Source: an optimization exercise on an open RTL-to-GDS flow (aim: small area and a short achievable clock period). Production flows keep margins and buffers that such runs may drop.
The RTL was checked by simulation tests, not by an equivalence proof against the original design.

==> inputs of build 41 <==
==> flow/design.v (excerpt) <==
module dds_fir_gen (
   input  logic        aclk_0,
   input  logic        aresetn_0,
   input  logic [31:0] pinc_0,
   output logic [31:0] m_axis_data_tdata_0,
   output logic        M_AXIS_DATA_0_tvalid
);
==> flow/config.mk <==
export PLATFORM = sky130hd
export DESIGN_NAME = dds_fir_gen
export DESIGN_NICKNAME = dds_fir_gen
export VERILOG_FILES = /design/flow/design.v
export SDC_FILE = /design/flow/constraint.sdc
export NUM_CORES = 4
export LEC_CHECK = 0
export CAP_MARGIN = 20
export CORE_MARGIN = 2
export CORE_UTILIZATION = 65
export CTS_BUF_LIST = sky130_fd_sc_hd__clkbuf_8 sky130_fd_sc_hd__clkbuf_16
export CTS_CLUSTER_DIAMETER = 50
export CTS_CLUSTER_SIZE = 20
export SETUP_SLACK_MARGIN = 4.9
export SLEW_MARGIN = 20
export SYNTH_HIERARCHICAL = 1
==> flow/constraint.sdc <==
create_clock -name core_clock -period 8.0 [get_ports {aclk_0}]
set_input_delay 1.6000 -clock core_clock [delete_from_list [all_inputs] [get_ports {aclk_0}]]
set_output_delay 1.6000 -clock core_clock [all_outputs]
set_load 0.01 [all_outputs]
run.sh (not shown) runs the stock make flow with config.mk's settings and CLKGATE_MAP_FILE= SYNTH_SCRIPT=/design/flow/synth_recipe.tcl, a recipe that flattens the netlist after the stock synthesis.
==> trial 18 (differences from build 41) <==
--- a/flow/config.mk
+++ b/flow/config.mk
@@ -8,5 +8,5 @@
 export CAP_MARGIN = 20
 export CORE_MARGIN = 2
-export CORE_UTILIZATION = 65
+export CORE_UTILIZATION = 55
 export CTS_BUF_LIST = sky130_fd_sc_hd__clkbuf_8 sky130_fd_sc_hd__clkbuf_16
 export CTS_CLUSTER_DIAMETER = 50
==> build 33 (differences from build 41) <==
==> flow/config.mk (replaced) <==
export PLATFORM = sky130hd
export DESIGN_NAME = dds_fir_gen
export DESIGN_NICKNAME = dds_fir_gen
export VERILOG_FILES = /design/flow/design.v
export SDC_FILE = /design/flow/constraint.sdc
export NUM_CORES = 4
export LEC_CHECK = 0
export CAP_MARGIN = 20
export CORE_MARGIN = 2
export CORE_UTILIZATION = 55
export CTS_BUF_LIST = sky130_fd_sc_hd__clkbuf_4 sky130_fd_sc_hd__clkbuf_8
export CTS_CLUSTER_SIZE = 30
export SETUP_SLACK_MARGIN = 5.0
export SLEW_MARGIN = 20
export SYNTH_HIERARCHICAL = 1
==> run summary <==
| quantity | build 41 | build 33 | trial 18 |
|---|---|---|---|
| Result of the run | no timing/DRC/antenna violations | no timing/DRC/antenna violations | no timing/DRC/antenna violations |
| Cell type of the slowest stage on the worst timing path | sky130_fd_sc_hd__dfxtp_2 | sky130_fd_sc_hd__clkdlybuf4s50_1 | sky130_fd_sc_hd__clkdlybuf4s50_1 |
| Amount of wire on met3 after detailed routing | 6.13 mm | 3.31 mm | 3.63 mm |
| CTS root buffer | sky130_fd_sc_hd__clkbuf_16 | sky130_fd_sc_hd__clkbuf_8 | sky130_fd_sc_hd__clkbuf_16 |
| Worst Path Class, Setup | flip-flop to flip-flop | input port to flip-flop | flip-flop to primary output |
| Number of fill cells in the layout | 2167 | 3297 | 3352 |
| CTS Buf Count | 40 | 73 | 41 |
| Proportion of cell area occupied by multi-input gates | 51.9% | 51.2% | 51.5% |
| Count of non-CTS buffers in the layout | 83 | 88 | 79 |
| Start point of the worst min-delay path | vl_q[1][8]$_DFF_P_ | vl_q[1][11]$_DFF_P_ | vl_q[5][12]$_DFF_P_ |
| Height of the chip | 194 um | 210 um | 210 um |
| Worst-path fanout max | 5 | 3 | 1 |
| Met2 layer usage reported by global route | 62.2% | 45.5% | 43.5% |
| M1 WL | 25.0 mm | 25.8 mm | 24.1 mm |
| Portion of the layout cell area used by non-clock buffers | 2.88% | 2.91% | 2.79% |
| Global-route wire length before repair | 106 mm | 93.6 mm | 91.5 mm |
| Least-Margin Pin Slew | 0.948 ns | 1.03 ns | 0.994 ns |
| Fraction of the core area covered by cells at the end of the flow | 74.0% | 63.3% | 62.3% |
| Count of instances resized after the clock tree is built | 47 | 69 | 33 |
| Hold Crit Endpoint | vl_q[2][8]$_DFF_P_ | vl_q[2][11]$_DFF_P_ | vl_q[6][12]$_DFF_P_ |

* * *

==> job 4129 <==
dds_fir_gen again, from the RTL that the note above started with.
Design dds_fir_gen, start of the top module:
module dds_fir_gen (
   input  logic        aclk_0,
   input  logic        aresetn_0,
   input  logic [31:0] pinc_0,
   output logic [31:0] m_axis_data_tdata_0,
   output logic        M_AXIS_DATA_0_tvalid
);
==> flow/config.mk <==
export PLATFORM = sky130hd
export DESIGN_NAME = dds_fir_gen
export DESIGN_NICKNAME = dds_fir_gen
export VERILOG_FILES = /design/flow/design.v
export SDC_FILE = /design/flow/constraint.sdc
export NUM_CORES = 4
export LEC_CHECK = 0
export CAP_MARGIN = 20
export CORE_MARGIN = 2
export CORE_UTILIZATION = 55
export CTS_BUF_LIST = sky130_fd_sc_hd__clkbuf_16
export CTS_CLUSTER_DIAMETER = 70
export CTS_CLUSTER_SIZE = 25
export SETUP_SLACK_MARGIN = 5.0
export SLEW_MARGIN = 20
export SYNTH_HIERARCHICAL = 1
==> flow/constraint.sdc <==
create_clock -name core_clock -period 8.0 [get_ports {aclk_0}]
set_input_delay 1.6000 -clock core_clock [delete_from_list [all_inputs] [get_ports {aclk_0}]]
set_output_delay 1.6000 -clock core_clock [all_outputs]
set_load 0.01 [all_outputs]
standard.sh (not shown) runs the stock make flow with config.mk's settings and CLKGATE_MAP_FILE= SYNTH_SCRIPT=/design/flow/synth_recipe.tcl, a recipe that flattens the netlist after the stock synthesis.
==> flow/flow/run.sh <==
#!/bin/bash
set -o pipefail
export BUFFER_PORTS_ARGS="-buffer_cell sky130_fd_sc_hd__buf_2"
export CTS_ARGS="-sink_clustering_enable -repair_clock_nets -sink_clustering_size 25 -sink_clustering_max_diameter 70 -buf_list sky130_fd_sc_hd__clkbuf_16 -dont_use_dummy_load"
bash standard.sh > standard.log 2>&1
==> inputs of job 6638, as changes to job 4129 <==
==> flow/run.sh (new file) <==
#!/bin/bash
# synth_recipe.tcl (not shown) runs the flow's synth.tcl, then flattens the netlist and writes it again
# the make line also repeats each setting of config.mk as NAME=value (left out here)
make -C /OpenROAD-flow-scripts/flow DESIGN_CONFIG=/design/flow/config.mk WORK_HOME=/design/flow/orfs CLKGATE_MAP_FILE= SYNTH_SCRIPT=/design/flow/synth_recipe.tcl finish
--- a/flow/config.mk
+++ b/flow/config.mk
@@ -9,3 +9,3 @@
 export CORE_MARGIN = 2
-export CORE_UTILIZATION = 55
+export CORE_UTILIZATION = 48
 export CTS_BUF_LIST = sky130_fd_sc_hd__clkbuf_16
@@ -13,3 +13,3 @@
 export CTS_CLUSTER_SIZE = 25
-export SETUP_SLACK_MARGIN = 5.0
+export SETUP_SLACK_MARGIN = 4.9
 export SLEW_MARGIN = 20
removed: flow/flow/run.sh
removed: flow/standard.sh
==> inputs of job 8697, as changes to job 4129 <==
==> flow/run.sh (new file) <==
#!/bin/bash
# synth_recipe.tcl (not shown) runs the flow's synth.tcl, then flattens the netlist and writes it again
# the make line also repeats each setting of config.mk as NAME=value (left out here)
make -C /OpenROAD-flow-scripts/flow DESIGN_CONFIG=/design/flow/config.mk WORK_HOME=/design/flow/orfs CLKGATE_MAP_FILE= SYNTH_SCRIPT=/design/flow/synth_recipe.tcl finish
--- a/flow/config.mk
+++ b/flow/config.mk
@@ -7,3 +7,3 @@
 export LEC_CHECK = 0
-export CAP_MARGIN = 20
+export CAP_MARGIN = 5
 export CORE_MARGIN = 2
@@ -13,4 +13,4 @@
 export CTS_CLUSTER_SIZE = 25
-export SETUP_SLACK_MARGIN = 5.0
-export SLEW_MARGIN = 20
+export SETUP_SLACK_MARGIN = 4.9
+export SLEW_MARGIN = 5
 export SYNTH_HIERARCHICAL = 1
removed: flow/flow/run.sh
removed: flow/standard.sh
==> summary.md <==
| Metric | Value |
|---|---|
| GR Util met3 | `around 3.4%` |
| Non-clock buffer count | `~80` |
| Crit path max-delay family | `simple AND/OR/NAND/NOR gates` |
| Die height | `between 200 and 250 um` |
| Outcome | `complete, no violations` |
| Worst R2R Setup Slack | `slightly below 5000 ps` |
| N_taps | `615` |
| Most frequent cells in the layout | `366 x dfxtp_1, 305 x fa_1, 151 x nand2_1, 131 x inv_1, 98 x nor2_1` |
| Register-to-Register Path Depth | `10` |
[end of results for job 6638]
==> summary.md <==
| Metric | Value |
|---|---|
| Outcome | `complete, no violations` |
| Register-to-Register Path Depth | `11` |
| Die height | `about 210 um` |
| N_taps | `approximately 540` |
| Worst R2R Setup Slack | `4970 ps` |
| GR Util met3 | `4.05%` |
| Most frequent cells in the layout | `325 x dfxtp_1, 306 x fa_1, 150 x nand2_1, 129 x inv_1, 98 x nor2_1` |
| Non-clock buffer count | `74` |
[end of results for job 4129]
==> summary.md <==
| Metric | Value |
|---|---|
| GR Util met3 | `under 10%` |
| Register-to-Register Path Depth | `9` |
| Outcome | `complete, no violations` |
| Die height | `around 210 um` |
| Non-clock buffer count | `80` |
| N_taps | `roughly 540` |
| Most frequent cells in the layout | `369 x dfxtp_1, 309 x fa_1, 152 x nand2_1, 132 x inv_1, 98 x nor2_1` |
[end of results for job 8697]

## static timing again, ports no longer ideal
How much do the figures lean on ideal ports? The routed layouts below were timed once more, with nothing changed but the port constraints. Step 1 assumes that a clkbuf_16 drives the clock port and a buf_2 every other input. Step 2 adds t to the input delays and takes it off the output delays; t is the mean of the earliest and latest rising clock arrival at the registers after step 1. Input paths then give back, and output paths get back, about the clock's delay inside the block. Three values: no drivers, after step 1, after step 2; two values: the first two.
run | t (ns) | setup WS [ns] | worst setup path at the end | worst slew at a driven data input, ns | pins driven straight from the clock port
build 41 | 0.635 | 4.831 / 4.831 / 4.388 | input to register | 0.05 | 1
trial 18 | 0.618 | 4.957 / 4.903 / 4.409 | input to register | 0.05 | 1
build 33 | 0.674 | 5.011 / 5.020 / 4.355 | input to register | 0.07 | 1
job 4129 | 0.620 | 4.971 / 4.971 / 4.596 | input to register | 0.08 | 1
job 6638 | 0.657 | 4.919 / 4.919 / 4.343 | input to register | 0.06 | 1
job 8697 | 0.647 | 4.944 / 4.891 / 4.344 | input to register | 0.05 | 1
After both steps setup and hold are still met in every run listed. The setup slack of build 33, which loses most, moves by +0.009 ns with the drivers and by -0.656 ns with both steps.
